What follows belongs to an exercise in optimizing a design on an open flow for small area; a production flow would make more cautious choices.
No functional check of the RTL was part of any run shown here.
No activity file was given, so power comes from the tool's default toggle rates.

$ cat flow/config.mk
export PLATFORM = sky130hd
export DESIGN_NAME = snake_top
export DESIGN_NICKNAME = snake_top
export VERILOG_FILES = /design/flow/design.v
export SDC_FILE = /design/flow/constraint.sdc
export NUM_CORES = 4
export LEC_CHECK = 0
export ABC_AREA = 1
export CAP_MARGIN = 20
export CORE_MARGIN = 2
export CORE_UTILIZATION = 40
export SLEW_MARGIN = 20
$ cat flow/constraint.sdc
create_clock -name core_clock -period 20.0 [get_ports {clk}]
set_input_delay 4.0000 -clock core_clock [delete_from_list [all_inputs] [get_ports {clk}]]
set_output_delay 4.0000 -clock core_clock [all_outputs]
set_load 0.01 [all_outputs]
$ cat flow/run.sh
#!/bin/bash
# synth_recipe.tcl (not shown) runs the flow's synth.tcl, then flattens the netlist and writes it again
# the make line also repeats each setting of config.mk as NAME=value (left out here)
make -C /OpenROAD-flow-scripts/flow DESIGN_CONFIG=/design/flow/config.mk WORK_HOME=/design/flow/orfs CLKGATE_MAP_FILE= SYNTH_SCRIPT=/design/flow/synth_recipe.tcl finish
$ cat flow/design.v
package snake_pkg;
	localparam logic [7:0] apple_seed = 8'hEA;
endpackage
module snake_top (
	input logic clk,
	input logic reset,
	input logic arrow_up,
	input logic arrow_down,
	input logic arrow_left,
	input logic arrow_right,
	output logic [7:0] led_segout,
	output logic [2:0] led_scanout,
	output logic [7:0] matrix_segout_r,
	output logic [7:0] matrix_segout_g,
	output logic [7:0] matrix_scanout
);
	logic [5:0] p;
	logic live;
	logic fresh;
	logic step;
	always_ff @(posedge clk or negedge reset) begin
		if (!reset) begin
			p <= 6'd63;
			live <= 1'b0;
			fresh <= 1'b1;
		end else begin
			p <= p + 6'd1;
			if (!p[0]) live <= 1'b1;
			if (p == 6'd6) fresh <= 1'b0;
		end
	end
	assign step = live && p == 6'd63;
	logic [1:0] want;
	logic [1:0] req;
	always_ff @(posedge clk or negedge reset) begin
		if (!reset) begin
			want <= 2'd1;
			req <= 2'd1;
		end else begin
			if (!arrow_up) want <= 2'd0;
			else if (!arrow_down) want <= 2'd1;
			else if (arrow_left) want <= 2'd2;
			else if (arrow_right) want <= 2'd3;
			if (p == 6'd60) req <= want;
		end
	end
	logic [1:0] dir;
	logic [5:0] head;
	logic [5:0] tail;
	logic [5:0] apple;
	logic [5:0] cand;
	logic [7:0] rnd;
	logic [2:0] tens;
	logic [3:0] units;
	logic over;
	logic [7:0] mrow [8];
	logic [5:0] clr;
	logic [1:0] ring [63];
	logic [1:0] tail_dir;
	logic [1:0] next_dir;
	logic [5:0] new_head;
	logic [5:0] new_tail;
	logic hit;
	logic at_apple;
	logic advance;
	logic eat;
	logic [7:0] rnd_step;
	logic [5:0] age;
	logic cand_busy;
	logic [5:0] addr;
	logic [2:0] addr_pos;
	logic [7:0] addr_row;
	logic occ;
	logic [5:0] head_d;
	logic [5:0] clr_d;
	logic [2:0] enter_row;
	logic [7:0] enter_new;
	always_comb begin
		if (req[1] == dir[1] && req[0] != dir[0]) next_dir = dir;
		else next_dir = req;
		new_head = head;
		case (next_dir)
			2'd0: new_head[5:3] = head[5:3] - 3'd1;
			2'd1: new_head[5:3] = head[5:3] + 3'd1;
			2'd2: new_head[2:0] = head[2:0] - 3'd1;
			2'd3: new_head[2:0] = head[2:0] + 3'd1;
		endcase
		new_tail = tail;
		case (tail_dir)
			2'd0: new_tail[5:3] = tail[5:3] - 3'd1;
			2'd1: new_tail[5:3] = tail[5:3] + 3'd1;
			2'd2: new_tail[2:0] = tail[2:0] - 3'd1;
			2'd3: new_tail[2:0] = tail[2:0] + 3'd1;
		endcase
		if (tens == 3'd0 && units == 4'd0) new_tail = new_head;
		addr = step ? new_head : cand;
		addr_pos = addr[5:3] - p[2:0] - 3'd1;
		addr_row = mrow[addr_pos];
		occ = addr_row[addr[2:0]];
		hit = occ && new_head != tail;
		at_apple = new_head == apple;
		rnd_step = rnd ^ (rnd << 7);
		rnd_step = rnd_step ^ (rnd_step >> 5);
		rnd_step = rnd_step ^ (rnd_step << 3);
		age = {tens, 3'b000} + {2'b00, tens, 1'b0} + {2'b00, units};
		cand_busy = (occ && cand != clr) || cand == head || cand == apple;
	end
	assign advance = step && !over && !hit;
	assign eat = advance && at_apple;
	always_ff @(posedge clk or negedge reset) begin
		if (!reset) begin
			dir <= 2'd1;
			head <= 6'd0;
			tail <= 6'd0;
			apple <= 6'b011_100;
			cand <= snake_pkg::apple_seed[5:0];
			rnd <= snake_pkg::apple_seed;
			tens <= 3'd0;
			units <= 4'd0;
			over <= 1'b0;
			clr <= 6'd0;
		end else begin
			if (step) begin
				cand <= eat ? rnd_step[5:0] : rnd[5:0];
			end else if (cand_busy && !fresh) begin
				cand <= cand + 6'd39;
			end
			if (step && !over && hit) over <= 1'b1;
			if (advance) begin
				dir <= next_dir;
				head <= new_head;
				if (!at_apple) tail <= new_tail;
				clr <= at_apple ? new_head : tail;
				if (at_apple) begin
					rnd <= rnd_step;
					if (units == 4'd9) begin
						units <= 4'd0;
						tens <= tens + 3'd1;
					end else begin
						units <= units + 4'd1;
					end
					if (tens == 3'd6 && units == 4'd2) over <= 1'b1;
					else apple <= cand;
				end
			end
		end
	end
	always_ff @(posedge clk) begin
		for (int i = 0; i < 62; i++) ring[i] <= ring[i+1];
		ring[62] <= advance ? next_dir : ring[0];
		if (~p == age) tail_dir <= ring[0];
	end
	always_comb begin
		head_d = advance ? new_head : head;
		clr_d = advance ? (at_apple ? new_head : tail) : clr;
		enter_row = p[2:0] + 3'd1;
		enter_new = mrow[0];
		if (clr_d[5:3] == enter_row) enter_new[clr_d[2:0]] = 1'b0;
		if (head_d[5:3] == enter_row) enter_new[head_d[2:0]] = 1'b1;
	end
	always_ff @(posedge clk) begin
		for (int i = 0; i < 7; i++) mrow[i] <= mrow[i+1];
		mrow[7] <= fresh ? 8'd0 : enter_new;
	end
	logic [7:0] row_g;
	logic [7:0] row_r;
	logic [3:0] digit;
	logic [7:0] seg_code;
	always_comb begin
		row_g = mrow[7];
		row_g = {row_g[0], row_g[1], row_g[2], row_g[3], row_g[4], row_g[5], row_g[6], row_g[7]};
		row_r = 8'd0;
		if (over) begin
			row_r = row_g;
		end else begin
			if (live && head[5:3] == p[2:0]) row_r = row_r | (8'b1000_0000 >> head[2:0]);
			if (apple[5:3] == p[2:0]) row_r = row_r | (8'b1000_0000 >> apple[2:0]);
		end
		digit = p[1] ? units : {1'b0, tens};
		case (digit)
			4'd0: seg_code = 8'b11111100;
			4'd1: seg_code = 8'b01100000;
			4'd2: seg_code = 8'b11011010;
			4'd3: seg_code = 8'b11110010;
			4'd4: seg_code = 8'b01100110;
			4'd5: seg_code = 8'b10110110;
			4'd6: seg_code = 8'b10111110;
			4'd7: seg_code = 8'b11100000;
			4'd8: seg_code = 8'b11111110;
			default: seg_code = 8'b11110110;
		endcase
		if (!(p[2:0] == 3'd2 || (p[2:0] == 3'd1 && tens != 3'd0))) seg_code = 8'd0;
	end
	assign matrix_scanout = live ? (8'd1 << p[2:0]) : 8'd0;
	assign matrix_segout_g = live ? row_g : 8'd0;
	assign matrix_segout_r = live ? row_r : 8'd0;
	assign led_segout = seg_code;
	assign led_scanout = {1'b0, matrix_scanout[2], matrix_scanout[1]};
endmodule
==> summary.txt, run 1 <==
Routing
  • DRC Markers: 0
  • Routed Antenna Nets: 0
  • DR WL/cell: 15.0 um
  • Via density: 4.86
  • DR vias: 7060
  • First-pass iteration count of the detailed router: 5
  • Wirelength, routed: 21.8 mm
  • Drt initial violations: 383

Synthesis
  • Synth cell count leaders: 237 x nand2_1, 190 x dfxtp_1, 124 x inv_1, 91 x nand3_1, 64 x nor2_1
  • Synthesized area: 9790 um^2
  • Synth unique cells: 55
  • Synth area leader: dfxtp_1
  • Register area share after synthesis: 0.550
  • Register bit total from synthesis: 252
  • Average size of a mapped cell: 9.11 um^2
  • Most common cell in the netlist: nand2_1
  • Synthesized instance count: 1075
  • Yosys warnings: 3
  • Main flop type after synthesis: dfxtp_1
  • Top cells by area, synth: dfxtp_1 39%, dfrtp_1 10%, nand2_1 9.1%
  • Number of synthesized flops with an enable pin: 2
  • Asr flop ratio synth: 0.238
  • Post-synth top area share: 0.388

GRT
  • Global-route wire length before repair: 36.0 mm
  • Grt ovf: 0
  • GR Util All Layers: 0.172
  • Initial antenna violation count: 0
  • Vias in the first global route: 6874
  • Largest net degree at the start of global routing: 61

Critical path
  • Crit Path Class: flop to primary output
  • R2r setup slk: 13680 ps
  • R2r startpoint: req[1]
  • Max FO, Critical Path: 9
  • Worst R2R End: mrow[7][1]
  • CP Data Arrival Time: 3210 ps
  • Worst EP required: 16000 ps
  • CP Capture Type: primary output
  • Crit start category: flop
  • Worst R2R Path Depth: 38

Final layout
  • Final Non-Filler Cells: 1454
  • Register Area: 5390 um^2
  • Antenna cells: 0
  • Layout cell share with drive strength beyond 1: 0.0841
  • Nets: 1153
  • Area of the multi-input gates: 3730 um^2
  • Layout area overhead: 14.6%
  • Fill cells: 2309

STA
  • Final hold violation count: 0
  • Worst-margin pin slew: 970 ps
  • Fin crit share: 0.361
  • Pins over their slew limit: 0
  • Setup violations, final: 0
  • Fmax: 139 MHz
  • Total negative setup slack: 0 ps
  • Final WS setup: 12790 ps
  • Unrepaired setup endpoints after global routing: false
  • Final min period: 7210 ps
  • Fin Clk Skew: 13.3 ps
  • Relative slew slack: 0.351
  • Fin Hold WS: 323 ps

Clocking
  • CTS tree: yes
  • Insertion delay to the later sink of the worst-skew pair: 530 ps
  • Total CTS buffers: 25
  • Clock Root Buffer: clkbuf_16
  • Setup Buffers After CTS: 0
  • H-tree depth: 1
  • Num Clock Sinks: 252
  • Largest buffer count on any clock path: 3
  • Clock slew at reported path FFs: 70 ps
  • Hold-fix buffers, CTS: 0
  • CTS resizes: 0

Pwr
  • Tot Pwr: 0.960 mW
  • P per Cell Area: 85.6 nW/um^2
  • Switching share of power: 0.202
  • Clock power share: 0.470
  • Seq pwr share: 0.526
  • Cell-internal power: 0.767 mW
  • Peak VDD IR: 0.0845 mV
  • Leakage: 5.16 nW
  • Comb power frac: 0.004
  • P_sw: 0.194 mW

Min path
  • Worst hold path type: flop to flop
  • Worst Hold Depth: 0
  • Min-delay src: ring[9][1]
  • Worst hold path endpoint: ring[8][1]

Die
  • Die W: 160 um
  • Die height: 160 um
  • Io pins: 41
  • Core area: 24200 um^2
  • Initial Utilization: 0.405
  • Die Area: 25800 um^2
  • Row cnt: 57

Placement
  • Gpl congestion: 0.918
  • Post-DP HPWL: 15.5 mm
  • Post-Place Cells: 1409
  • Setup Slack @ Placement: 13350 ps
  • Number of port buffers: 38

Run status
  • Status: no timing/DRC/antenna violations

Run
  • Max cap viols: 0
[layout by cell type, fill, tap and decap left out, types with 5 or more instances in the layout]
cell,Yosys,routed
inv_1,124,124
nor2_1,64,64
nor3_1,7,7
nand2_1,237,237
fa_1,8,8
o211ai_1,7,7
xor2_1,29,29
o21ai_0,56,56
dfxtp_1,190,190
nand3_1,91,91
buf_4,8,5
clkbuf_16,0,25
dfrtp_1,39,39
clkdlybuf4s50_1,0,37
o22ai_1,11,11
a21oi_1,21,21
xnor2_1,18,18
nand4_1,13,13
clkbuf_1,20,8
nor4_1,8,8
o221ai_1,7,7
dfstp_2,21,21
ha_1,27,27
[per-stage QoR]
step,util,area (um^2)
detailed placement,0.431,10400
CTS,0.464,11200
finish,0.464,11200
global route,0.464,11200
floorplan,-,9800
global placement,0.431,10400
[power by group through the flow]
stage               Clock [mW]  Sequential [mW]  Combinational [mW]
CTS                      0.462            0.505             0.00423
finish                   0.451            0.505             0.00401
detailed placement           0            0.516             0.00420
floorplan                    0            0.516            0.000732
global route             0.484            0.505             0.00465
global placement             0            0.516             0.00422
[cell families after synthesis]
| kind of cell | synth area share |
|---|---|
| AND/OR/NAND/NOR | 0.208 |
| adder cells (fa/ha/maj) | 0.0508 |
| buffers and inverters | 0.0695 |
| flip-flops | 0.550 |
| XOR/XNOR | 0.0420 |
| other | 0.000383 |
| AO/OA/AOI/OAI | 0.0783 |
[worst max-delay path by stage]
| stage | slack, ps | startpoint | depth (start not counted) | endpoint |
|---|---|---|---|---|
| detailed placement | 13350 | p[0] | 9 | matrix_segout_r[0] |
| finish | 12790 | p[0] | 9 | matrix_segout_r[0] |
| global route | 12500 | p[0] | 9 | matrix_segout_r[4] |
| CTS | 12780 | p[0] | 9 | matrix_segout_r[0] |
| global placement | 13350 | p[0] | 9 | matrix_segout_r[0] |
| floorplan | 14030 | p[1] | 9 | led_segout[1] |
[critical path, cell delays in order, from the launching register on]
cell and delay (ps):
dfstp_2 650, inv_1 210, a21oi_1 180, o2111ai_1 360, nor3_1 330, nand2_1 80, o211ai_1 110, o211ai_1 120
inv_1 90, clkdlybuf4s50_1 530
[registers in the layout (all words and copies together), names as in the netlist, 6 cells and up]
register  cells
ring        126
tail          6
clr           6
apple         6
mrow         64
cand          6
p             6
head          6
rnd           8
[routing by layer]
metal | vias up | part of all wire | track usage
li1 | 3530 | - | -
met1 | 3295 | 0.48 | 0.242
met2 | 183 | 0.44 | 0.270
met3 | 52 | 0.051 | 0.0287
met4 | 0 | 0.032 | 0.0545
met5 | - | 0 | 0
[final cells by class]
class,count,share of cell area
flip-flops and latches,252,0.480
multi-input cells,660,0.332
clock buffers,37,0.0633
inverters,130,0.0437
repair buffers,43,0.0368
well taps,324,0.0361
clock inverters,8,0.00758
==> inputs of run 2 (changes only) <==
--- a/flow/config.mk
+++ b/flow/config.mk
@@ -9,4 +9,5 @@
 export CAP_MARGIN = 20
 export CORE_MARGIN = 2
 export CORE_UTILIZATION = 40
+export CTS_BUF_LIST = sky130_fd_sc_hd__clkbuf_4
 export SLEW_MARGIN = 20
==> run 2 against run 1 <==
Net effect:
- sequential power barely moved
- final area fell by 0.46%
- synthesized area did not move
- wire length rose by 1.2%
- synthesized cell count did not move
- sequential share of layout area rose by 0.22 points
- critical path type unchanged
- largest power group unchanged
==> summary.txt, run 2 <==
Run status
  • Status: no timing/DRC/antenna violations (unchanged)

Routing
  • Top Metal Used: met4 (unchanged)
  • Routed Antenna Nets: 0 (unchanged)
  • Wirelength, routed: 22.1 mm (was 21.8 mm)
  • Met1 wire length: 10.3 mm (was 10.4 mm)
  • DR WL/cell: 14.6 um (was 15.0 um)
  • Drt initial violations: 427 (was 383)
  • Via density: 4.80 (was 4.86)
  • First-pass iteration count of the detailed router: 9 (was 5)
  • DRC Markers: 0 (unchanged)
  • Met2 wire len: 9.84 mm (was 9.57 mm)
  • Met3 WL post-DR: 1.29 mm (was 1.11 mm)
  • DR vias: 7288 (was 7060)

Critical path
  • CP Buf/Inv Count: 3 (unchanged)
  • CP Data Arrival Time: 3350 ps (was 3210 ps)
  • Worst EP required: 16000 ps (about the same)
  • Crit-path cells: inv_1 > a21oi_1 > o2111ai_1 > nor3_1 > nand2_1 > o211ai_1 > o211ai_1 > inv_1 > clkdlybuf4s50_1 (unchanged)
  • Cell class contributing the biggest share of worst-path delay: buffers and inverters (unchanged)
  • CP Capture Type: primary output (unchanged)
  • Max FO, Critical Path: 9 (unchanged)
  • Critical-path top delay cell: dfstp_2 (unchanged)
  • Crit Path Class: flop to primary output (unchanged)
  • Crit start category: flop (unchanged)
  • Worst path max stage delay: 650 ps (about the same)

Clocking
  • Total CTS buffers: 59 (was 25)
  • Insertion delay to the later sink of the worst-skew pair: 700 ps (was 530 ps)
  • Num Clock Sinks: 252 (unchanged)
  • H-tree depth: 2 (was 1)
  • Clock Root Buffer: clkbuf_4 (was clkbuf_16)
  • Setup Buffers After CTS: 0 (unchanged)
  • CTS resizes: 0 (unchanged)
  • Hold-fix buffers, CTS: 0 (unchanged)
  • CTS tree: yes (unchanged)
  • Clock slew at reported path FFs: 70 ps (about the same)
  • Largest buffer count on any clock path: 3 (unchanged)

STA
  • Final WS setup: 12650 ps (was 12790 ps)
  • Fmax: 136 MHz (was 139 MHz)
  • Final hold violation count: 0 (unchanged)
  • Total negative setup slack: 0 ps (unchanged)
  • Unrepaired setup endpoints after global routing: false (unchanged)
  • Fin crit share: 0.368 (was 0.361)
  • Final min period: 7350 ps (was 7210 ps)
  • Fin Hold WS: 285 ps (was 323 ps)
  • Setup violations, final: 0 (unchanged)
  • Worst-margin pin slew: 971 ps (was 970 ps)
  • Pins over their slew limit: 0 (unchanged)
  • Relative slew slack: 0.350 (was 0.351)
  • Fin Clk Skew: 57.8 ps (was 13.3 ps)

Synthesis
  • Register area share after synthesis: 0.550 (unchanged)
  • Register bit total from synthesis: 252 (unchanged)
  • Synth area leader: dfxtp_1 (unchanged)
  • Largest family of logic cells by synthesized area: simple AND/OR/NAND/NOR gates (unchanged)
  • Yosys warnings: 3 (unchanged)
  • Mux contribution to synthesized area: 0 (unchanged)
  • Post-synth top area share: 0.388 (unchanged)
  • Average size of a mapped cell: 9.11 um^2 (unchanged)
  • Number of synthesized flops with an enable pin: 2 (unchanged)
  • Post-synthesis compound-gate area fraction: 0.0783 (unchanged)
  • Main flop type after synthesis: dfxtp_1 (unchanged)
  • Asr flop ratio synth: 0.238 (unchanged)
  • Top cells by area, synth: dfxtp_1 39%, dfrtp_1 10%, nand2_1 9.1% (unchanged)
  • Synth cell count leaders: 237 x nand2_1, 190 x dfxtp_1, 124 x inv_1, 91 x nand3_1, 64 x nor2_1 (unchanged)
  • Simple-gate share of the synthesized area: 0.208 (unchanged)
  • Most common cell in the netlist: nand2_1 (unchanged)
  • Synthesized instance count: 1075 (unchanged)
  • Synth Area in Adders: 0.0508 (unchanged)
  • Synthesized area: 9790 um^2 (unchanged)
  • Post-Synth XOR/XNOR Area: 0.0420 (unchanged)
  • Synth unique cells: 55 (unchanged)

GRT
  • Largest net degree at the start of global routing: 61 (unchanged)
  • Global-route wire length before repair: 36.5 mm (was 36.0 mm)
  • GR Util All Layers: 0.176 (was 0.172)
  • Initial antenna violation count: 1 (was 0)
  • Grt ovf: 0 (unchanged)
  • Vias in the first global route: 7196 (was 6874)

Pwr
  • Tot Pwr: 0.904 mW (was 0.960 mW)
  • P per Cell Area: 80.9 nW/um^2 (was 85.6 nW/um^2)
  • Leakage: 5.21 nW (was 5.16 nW)
  • Peak VDD IR: 0.0668 mV (was 0.0845 mV)

Die
  • Initial Utilization: 0.405 (unchanged)
  • Core area: 24200 um^2 (unchanged)
  • Row cnt: 57 (unchanged)
  • Die Area: 25800 um^2 (unchanged)
  • Die W: 160 um (unchanged)
  • Die height: 160 um (unchanged)
  • Io pins: 41 (unchanged)

Placement
  • Post-DP HPWL: 15.5 mm (unchanged)
  • Post-Place Cells: 1409 (unchanged)
  • Number of port buffers: 38 (unchanged)
  • Setup Slack @ Placement: 13350 ps (unchanged)
  • Placement Cell Area: 10400 um^2 (unchanged)
  • Gpl congestion: 0.918 (unchanged)

Final layout
  • Final Non-Filler Cells: 1517 (was 1454)
  • Layout Utilization: 0.462 (was 0.464)
  • Nets: 1187 (was 1153)
  • Most frequent cells in the layout: 237 x nand2_1, 190 x dfxtp_1, 124 x inv_1 (unchanged)
  • Max reg flops: 126 (unchanged)
  • Top Registers: ring x126, mrow x64, rnd x8 (unchanged)
  • Biggest register: ring (unchanged)
  • Layout area overhead: 14.1% (was 14.6%)
  • Layout cell share with drive strength beyond 1: 0.125 (was 0.0841)
  • Fin area: 11200 um^2 (about the same)
  • Commonest non-fill, non-tap cell in the layout: nand2_1 (unchanged)
  • Fill cells: 2346 (was 2309)

Min path
  • Worst hold path type: flop to flop (unchanged)

Run
  • Max cap viols: 0 (unchanged)
run 2: final cells by class:
type	instances	area [um^2]	area share
clock buffer	88	661	0.0591
tap	324	405	0.0363
inverter	130	490	0.0439
timing repair buffer	43	413	0.0370
sequential	252	5390	0.483
multi-input combinational	660	3730	0.334
antenna	1	2.50	0.000224
clock inverter	19	81.3	0.00728
run 2: per-layer routing:
layer / up-vias / GRT usage
met2: 209 / 0.273
met1: 3380 / 0.240
met3: 57 / 0.0369
li1: 3642 / -
met5: - / 0
met4: 0 / 0.0704
run 2: path summary, 6_finish.rpt:
check,from,slack (ps),cells past startpoint,endpoint
setup / recovery,p[0],12650,9,matrix_segout_r[0]
hold / removal,ring[5][0],290,0,ring[4][0]
setup reg to reg,req[1],13700,38,mrow[7][3]
hold reg to reg,ring[5][0],290,0,ring[4][0]
max in group asynchronous,reset,15950,2,tail[4]
min in group asynchronous,reset,3480,2,tens[2]
run 2: power by group:
group | switching [mW] | internal [mW]
Clock | 0.194 | 0.202
Sequential | 0.000167 | 0.505
Combinational | 0.00288 | 0.00108
Total | 0.197 | 0.707
run 2: logic make-up (layout without fill, tap and decap cells):
| logic type | after synthesis | in the layout |
|---|---|---|
| flip-flops | 252 | 252 |
| AND/OR/NAND/NOR | 450 | 450 |
| other | 1 | 3 |
| XOR/XNOR | 47 | 47 |
| adder cells (fa/ha/maj) | 35 | 35 |
| buffers and inverters | 164 | 280 |
| AO/OA/AOI/OAI | 126 | 126 |
run 2: worst register-to-register path: cells and delay by family, from the launching register on:
family	cells	cell delay, ps
and+or+nand+nor	23	3000
adders and majority gates	3	1040
buffers and inverters	8	900
AOI/OAI and AO/OA	3	550
DFF	1	480
xor gates and xnor gates	1	270
==> inputs of run 3 (changes only) <==
--- a/flow/config.mk
+++ b/flow/config.mk
@@ -8,6 +8,6 @@
 export ABC_AREA = 1
 export CAP_MARGIN = 20
 export CORE_MARGIN = 2
-export CORE_UTILIZATION = 40
-export CTS_BUF_LIST = sky130_fd_sc_hd__clkbuf_4
+export CORE_UTILIZATION = 70
+export PLACE_DENSITY = 0.8
 export SLEW_MARGIN = 20
==> run 3 against run 2 <==
Net effect:
- still clean
- first-iteration DRC count rose by 79%
- wire length rose by 4.2%
- worst hold slack improved by 39 ps
- final area fell by 1.3%
- sequential cell count did not move
- non-clock buffer count fell by 3
- core utilization rose by 34 points
- critical endpoint is now matrix_segout_r[4]
==> summary.txt, run 3 <==
Run status
  • Status: no timing/DRC/antenna violations (unchanged)

Die
  • Io pins: 41 (unchanged)
  • Row cnt: 43 (was 57)
  • Initial Utilization: 0.711 (was 0.405)
  • Die W: 122 um (was 160 um)
  • Core area: 13800 um^2 (was 24200 um^2)
  • Die height: 122 um (was 160 um)
  • Die Area: 15000 um^2 (was 25800 um^2)

Min path
  • Worst hold path type: flop to flop (unchanged)
  • Worst Hold Depth: 0 (unchanged)

Placement
  • Setup Slack @ Placement: 13400 ps (was 13350 ps)
  • Placement Cell Area: 10200 um^2 (was 10400 um^2)
  • Gpl congestion: 0.996 (was 0.918)
  • Number of port buffers: 38 (unchanged)
  • Post-Place Cells: 1262 (was 1409)
  • Post-DP HPWL: 15.5 mm (about the same)

Critical path
  • CP Buf/Inv Count: 2 (was 3)
  • Crit start category: flop (unchanged)
  • CP Data Arrival Time: 3220 ps (was 3350 ps)
  • Worst setup path end: matrix_segout_r[4] (was matrix_segout_r[0])
  • Critical-path top delay cell: dfrtp_1 (was dfstp_2)
  • Max FO, Critical Path: 22 (was 9)
  • Worst EP required: 16000 ps (about the same)
  • R2r setup slk: 13440 ps (was 13700 ps)
  • Worst R2R Path Depth: 38 (unchanged)
  • Critical path depth: 7 (was 9)
  • Crit Path Class: flop to primary output (unchanged)
  • Worst R2R End: mrow[7][3] (unchanged)
  • Cell class contributing the biggest share of worst-path delay: flip-flops (was buffers and inverters)
  • CP Capture Type: primary output (unchanged)
  • Critical Path Start: live (was p[0])
  • Crit-path cells: o2111ai_1 > nor3_1 > nand2_1 > o211ai_1 > o211ai_1 > inv_1 > clkdlybuf4s50_1 (was inv_1 > a21oi_1 > o2111ai_1 > nor3_1 > nand2_1 > o211ai_1 > o211ai_1 > inv_1 > clkdlybuf4s50_1)
  • R2r startpoint: req[1] (unchanged)
  • Worst path max stage delay: 870 ps (was 650 ps)
  • Top cell by count, worst path: o211ai_1

Synthesis
  • Register bit total from synthesis: 252 (unchanged)
  • Synth unique cells: 55 (unchanged)
  • Synth area leader: dfxtp_1 (unchanged)
  • Register area share after synthesis: 0.550 (unchanged)
  • Synth cell count leaders: 237 x nand2_1, 190 x dfxtp_1, 124 x inv_1, 91 x nand3_1, 64 x nor2_1 (unchanged)
  • Most common cell in the netlist: nand2_1 (unchanged)
  • Number of synthesized flops with an enable pin: 2 (unchanged)
  • Synthesized area: 9790 um^2 (unchanged)
  • Post-synth top area share: 0.388 (unchanged)
  • Synthesized instance count: 1075 (unchanged)
  • Yosys warnings: 3 (unchanged)
  • Average size of a mapped cell: 9.11 um^2 (unchanged)
  • Top cells by area, synth: dfxtp_1 39%, dfrtp_1 10%, nand2_1 9.1% (unchanged)
  • Main flop type after synthesis: dfxtp_1 (unchanged)
  • Asr flop ratio synth: 0.238 (unchanged)

Final layout
  • Antenna cells: 0 (was 1)
  • Max reg flops: 126 (unchanged)
  • Layout cell share with drive strength beyond 1: 0.0861 (was 0.125)
  • Nets: 1149 (was 1187)
  • Layout Utilization: 0.801 (was 0.462)
  • Biggest register: ring (unchanged)
  • Most frequent cells in the layout: 237 x nand2_1, 190 x dfxtp_1, 124 x inv_1 (unchanged)
  • Fin area: 11000 um^2 (was 11200 um^2)
  • Final Non-Filler Cells: 1306 (was 1517)
  • Fill cells: 871 (was 2346)
  • Layout area overhead: 12.6% (was 14.1%)
  • Commonest non-fill, non-tap cell in the layout: nand2_1 (unchanged)
  • Top Registers: ring x126, mrow x64, rnd x8 (unchanged)

Routing
  • First-pass iteration count of the detailed router: 5 (was 9)
  • Via density: 5.69 (was 4.80)
  • Drt initial violations: 766 (was 427)
  • DR vias: 7428 (was 7288)
  • DR WL/cell: 17.6 um (was 14.6 um)
  • DRC Markers: 0 (unchanged)
  • Wirelength, routed: 23.0 mm (was 22.1 mm)
  • Routed Antenna Nets: 0 (unchanged)

Clocking
  • Clock Root Buffer: clkbuf_16 (was clkbuf_4)
  • Clock slew at reported path FFs: 70 ps (about the same)
  • Total CTS buffers: 24 (was 59)
  • Hold-fix buffers, CTS: 0 (unchanged)
  • H-tree depth: 1 (was 2)
  • Largest buffer count on any clock path: 3 (unchanged)
  • Num Clock Sinks: 252 (unchanged)
  • Setup Buffers After CTS: 0 (unchanged)
  • CTS tree: yes (unchanged)
  • CTS resizes: 0 (unchanged)
  • Insertion delay to the later sink of the worst-skew pair: 530 ps (was 700 ps)

GRT
  • Global-route wire length before repair: 37.2 mm (was 36.5 mm)
  • Largest net degree at the start of global routing: 61 (unchanged)
  • Initial antenna violation count: 0 (was 1)
  • Vias in the first global route: 7141 (was 7196)
  • Grt ovf: 0 (unchanged)
  • GR Util All Layers: 0.319 (was 0.176)

Pwr
  • Peak VDD IR: 0.0828 mV (was 0.0668 mV)
  • Leakage: 5.15 nW (was 5.21 nW)
  • P per Cell Area: 86.9 nW/um^2 (was 80.9 nW/um^2)
  • Tot Pwr: 0.958 mW (was 0.904 mW)

STA
  • Final hold violation count: 0 (unchanged)
  • Total negative setup slack: 0 ps (unchanged)
  • Unrepaired setup endpoints after global routing: false (unchanged)
  • Relative slew slack: 0.400 (was 0.350)
  • Final min period: 7220 ps (was 7350 ps)
  • Worst-margin pin slew: 897 ps (was 971 ps)
  • Final WS setup: 12780 ps (was 12650 ps)
  • Fin Clk Skew: 16.8 ps (was 57.8 ps)
  • Setup violations, final: 0 (unchanged)
  • Pins over their slew limit: 0 (unchanged)
  • Fin crit share: 0.361 (was 0.368)
  • Fin Hold WS: 325 ps (was 285 ps)
  • Fmax: 139 MHz (was 136 MHz)

Run
  • Max cap viols: 0 (unchanged)
run 3: area by class of cell:
class	count	area (um^2)	area share
Inverter	130	490	0.0445
Sequential cell	252	5390	0.489
Timing Repair Buffer	40	390	0.0354
Tap cell	180	225	0.0204
Clock inverter	9	65.1	0.00590
Multi-Input combinational cell	660	3730	0.338
Clock buffer	35	734	0.0666
run 3: cell families (layout without fill, tap and decap cells):
kind of cell	after synthesis	in the layout	synth area share
and+or+nand+nor	450	450	0.208
DFF	252	252	0.550
buffers and inverters	164	214	0.0695
AOI/OAI and AO/OA	126	126	0.0783
xor gates and xnor gates	47	47	0.0420
adders and majority gates	35	35	0.0508
other	1	2	0.000383
run 3: routing by layer:
layer,part of all wire,GRT usage,up-vias
li1,-,-,3529
met1,0.44,0.452,3512
met2,0.46,0.506,322
met3,0.071,0.0544,65
met4,0.031,0.0963,0
met5,0,0,-
run 3: how the worst min path moves through the flow:
stage                      from     endpoint  slack (ps)
floorplan            ring[1][0]   ring[0][0]         310
global placement    ring[27][1]  ring[26][1]         310
detailed placement  ring[54][0]  ring[53][0]         310
CTS                 ring[11][0]  ring[10][0]         320
global route        ring[11][0]  ring[10][0]         320
finish              ring[62][1]  ring[61][1]         320
run 3: worst reg2reg max path, delay by kind of cell, from the launching register on:
family          cells  cell delay, ps
compound gates      3             540
xor+xnor            1             320
fa+ha+maj           3            1060
buf+inv             8             930
flops               1             480
simple gates       23            3170
run 3: power breakdown:
part	switching [mW]	total, mW	leakage, nW	internal [mW]
Clock	0.192	0.449	0.401	0.257
Sequential	0.000201	0.505	2.29	0.505
Combinational	0.00302	0.00412	2.46	0.00109
==> inputs of run 4 (changes only) <==
--- a/flow/config.mk
+++ b/flow/config.mk
@@ -8,6 +8,8 @@
 export ABC_AREA = 1
 export CAP_MARGIN = 20
 export CORE_MARGIN = 2
-export CORE_UTILIZATION = 70
-export PLACE_DENSITY = 0.8
+export CORE_UTILIZATION = 60
+export CTS_BUF_LIST = sky130_fd_sc_hd__clkbuf_16
+export CTS_CLUSTER_DIAMETER = 100
+export CTS_CLUSTER_SIZE = 30
 export SLEW_MARGIN = 20
==> run 4 against run 3 <==
Net effect:
- critical endpoint unchanged
- register-to-register slack better by 220 ps
- non-clock buffer count up 1
- critical path type unchanged
- core utilization fell by 13 points
- via count fell by 5.0%
- clock skew rose by 9.3 ps
- worst setup slack gained 27 ps
==> summary.txt, run 4 <==
STA
  • Relative slew slack: 0.338 (was 0.400)
  • Unrepaired setup endpoints after global routing: false (unchanged)
  • Setup violations, final: 0 (unchanged)
  • Final hold violation count: 0 (unchanged)
  • Worst-margin pin slew: 989 ps (was 897 ps)
  • Fin Clk Skew: 26.1 ps (was 16.8 ps)
  • Final min period: 7190 ps (was 7220 ps)
  • Fmax: 139 MHz (about the same)
  • Fin crit share: 0.360 (was 0.361)
  • Final WS setup: 12810 ps (was 12780 ps)
  • Total negative setup slack: 0 ps (unchanged)
  • Pins over their slew limit: 0 (unchanged)

Routing
  • DRC Markers: 0 (unchanged)
  • Wirelength, routed: 21.1 mm (was 23.0 mm)
  • DR WL/cell: 16.1 um (was 17.6 um)
  • Routed Antenna Nets: 0 (unchanged)
  • Via density: 5.36 (was 5.69)
  • Drt initial violations: 536 (was 766)
  • DR vias: 7055 (was 7428)
  • First-pass iteration count of the detailed router: 5 (unchanged)

Min path
  • Worst hold path type: flop to flop (unchanged)

Synthesis
  • Average size of a mapped cell: 9.11 um^2 (unchanged)
  • Number of synthesized flops with an enable pin: 2 (unchanged)
  • Register bit total from synthesis: 252 (unchanged)
  • Asr flop ratio synth: 0.238 (unchanged)
  • Synth cell count leaders: 237 x nand2_1, 190 x dfxtp_1, 124 x inv_1, 91 x nand3_1, 64 x nor2_1 (unchanged)
  • Synth area leader: dfxtp_1 (unchanged)
  • Most common cell in the netlist: nand2_1 (unchanged)
  • Synthesized instance count: 1075 (unchanged)
  • Synthesized area: 9790 um^2 (unchanged)
  • Yosys warnings: 3 (unchanged)
  • Register area share after synthesis: 0.550 (unchanged)
  • Top cells by area, synth: dfxtp_1 39%, dfrtp_1 10%, nand2_1 9.1% (unchanged)
  • Synth unique cells: 55 (unchanged)
  • Post-synth top area share: 0.388 (unchanged)
  • Main flop type after synthesis: dfxtp_1 (unchanged)

Pwr
  • P_sw: 0.159 mW (was 0.195 mW)
  • Peak VDD IR: 0.0824 mV (was 0.0828 mV)
  • Seq pwr share: 0.648 (was 0.527)
  • Comb power frac: 0.005 (was 0.004)
  • Clock power share: 0.347 (was 0.469)
  • Leakage: 4.94 nW (was 5.15 nW)
  • Cell-internal power: 0.620 mW (was 0.763 mW)
  • P per Cell Area: 73.3 nW/um^2 (was 86.9 nW/um^2)
  • Switching share of power: 0.204 (was 0.203)

GRT
  • Initial antenna violation count: 0 (unchanged)
  • GR Util All Layers: 0.245 (was 0.319)
  • Largest net degree at the start of global routing: 61 (unchanged)
  • Vias in the first global route: 6472 (was 7141)
  • Grt ovf: 0 (unchanged)
  • Global-route wire length before repair: 34.5 mm (was 37.2 mm)

Final layout
  • Layout Utilization: 0.667 (was 0.801)
  • Area of the multi-input gates: 3730 um^2 (about the same)
  • Nets: 1138 (was 1149)
  • Commonest non-fill, non-tap cell in the layout: nand2_1 (unchanged)
  • Layout area overhead: 8.49% (was 12.6%)
  • Antenna cells: 0 (unchanged)
  • Fill cells: 1354 (was 871)
  • Most frequent cells in the layout: 237 x nand2_1, 190 x dfxtp_1, 127 x inv_1 (was 237 x nand2_1, 190 x dfxtp_1, 124 x inv_1)
  • Register Area: 5390 um^2 (unchanged)
  • Max reg flops: 126 (unchanged)
  • Top Registers: ring x126, mrow x64, rnd x8 (unchanged)
  • Biggest register: ring (unchanged)
  • Layout cell share with drive strength beyond 1: 0.0645 (was 0.0861)

Run
  • Max cap viols: 0 (unchanged)

Die
  • Die Area: 17400 um^2 (was 15000 um^2)
  • Die height: 132 um (was 122 um)
  • Io pins: 41 (unchanged)
  • Core area: 15900 um^2 (was 13800 um^2)
  • Initial Utilization: 0.614 (was 0.711)
  • Die W: 132 um (was 122 um)
  • Row cnt: 46 (was 43)

Clocking
  • Total CTS buffers: 12 (was 24)
  • Setup Buffers After CTS: 0 (unchanged)
  • H-tree depth: 1 (unchanged)
  • CTS resizes: 0 (unchanged)
  • CTS tree: yes (unchanged)
  • Clock slew at reported path FFs: 110 ps (was 70 ps)
  • Num Clock Sinks: 252 (unchanged)
  • Largest buffer count on any clock path: 3 (unchanged)
  • Insertion delay to the later sink of the worst-skew pair: 490 ps (was 530 ps)
  • Hold-fix buffers, CTS: 0 (unchanged)
  • Clock Root Buffer: clkbuf_16 (unchanged)

Placement
  • Post-DP HPWL: 15.3 mm (was 15.5 mm)
  • Number of port buffers: 38 (unchanged)
  • Gpl congestion: 0.935 (was 0.996)
  • Setup Slack @ Placement: 13400 ps (about the same)

Critical path
  • Crit start category: flop (unchanged)
  • CP Capture Type: primary output (unchanged)
  • Crit Path Class: flop to primary output (unchanged)
  • Worst EP required: 16000 ps (about the same)
  • Max FO, Critical Path: 9 (was 22)
  • CP Data Arrival Time: 3190 ps (was 3220 ps)

Run status
  • Status: no timing/DRC/antenna violations (unchanged)
==> run 4: metal layers <==
| layer | wire length (um) | global-route usage |
|---|---|---|
| met1 | 10000 | 0.369 |
| met2 | 9430 | 0.382 |
| met3 | 1270 | 0.0288 |
| met4 | 421 | 0.0531 |
| met5 | 0 | 0 |
==> run 4: cell type report <==
| class | instances | area share |
|---|---|---|
| Sequential cell | 252 | 0.507 |
| Timing Repair Buffer | 41 | 0.0374 |
| Clock inverter | 6 | 0.00471 |
| Multi-Input combinational cell | 660 | 0.351 |
| Clock buffer | 12 | 0.0283 |
| Inverter | 130 | 0.0462 |
| Tap cell | 216 | 0.0254 |
==> run 4: kinds of logic after synthesis <==
| family | after synthesis | synth area share |
|---|---|---|
| XOR/XNOR | 47 | 0.0420 |
| AND/OR/NAND/NOR | 450 | 0.208 |
| AO/OA/AOI/OAI | 126 | 0.0783 |
| flip-flops | 252 | 0.550 |
| other | 1 | 0.000383 |
| adder cells (fa/ha/maj) | 35 | 0.0508 |
| buffers and inverters | 164 | 0.0695 |
==> run 4: critical path: stages, from the launching register on <==
cell and delay [ps]:
dfstp_2 670, inv_1 210, a21oi_1 190, o2111ai_1 350, nor3_1 320, nand2_1 110, o211ai_1 100, o211ai_1 120
inv_1 90, clkdlybuf4s50_1 540
==> run 4: worst paths after layout <==
path	start	endpoint	cells past startpoint	slack, ps
max	p[0]	matrix_segout_r[4]	9	12810
min reg2reg	ring[2][0]	ring[1][0]	0	330
max reg2reg	req[1]	mrow[7][2]	34	13660
min in group asynchronous	reset	rnd[2]	2	3680
min	ring[2][0]	ring[1][0]	0	330
max in group asynchronous	reset	head[1]	2	15820
==> run 4: metrics by stage <==
step	instances	total power, mW	hold WS [ps]	cell area (um^2)
finish	1317	0.779	326	10600
global route	1317	0.804	326	10600
CTS	1317	0.785	330	10600
detailed placement	1299	0.520	312	10300
global placement	1299	0.520	311	10300
floorplan	1076	0.516	310	9800
==> run 4: power groups by stage <==
stage	Clock (mW)	Sequential, mW	Combinational [mW]
finish	0.270	0.505	0.00390
global placement	0	0.516	0.00409
global route	0.295	0.505	0.00452
detailed placement	0	0.516	0.00413
CTS	0.276	0.505	0.00414
floorplan	0	0.516	0.000732

## port drivers added, routing unchanged
Ports are ideal in the flow. The routed layouts listed here were re-timed in OpenROAD.
Step 1: set_driving_cell puts a clkbuf_16 on clk and a buf_2 on each other input, an assumption about the parent block.
Step 2 moves the port delays by t, midway between the first and last clock arrival at a register: inputs arrive t later, outputs are due t later. That takes back most of the time a late clock gives input paths.
a / b / c = ideal ports / drivers / drivers and shift; a / b = the first two.
run	shift t [ns]	slack for setup (ns)	hold slack, ns	cell pins on the clock port's net
run 1	0.573	12.788 / 12.742 / 13.314	0.323 / 0.323 / 0.323	1
run 2	0.707	12.647 / 12.606 / 13.313	0.285 / 0.285 / 0.285	1
run 3	0.561	12.782 / 12.737 / 13.299	0.325 / 0.325 / 0.325	1
run 4	0.517	12.809 / 12.768 / 13.285	0.326 / 0.326 / 0.326	1
After both steps every run listed still meets setup and hold.
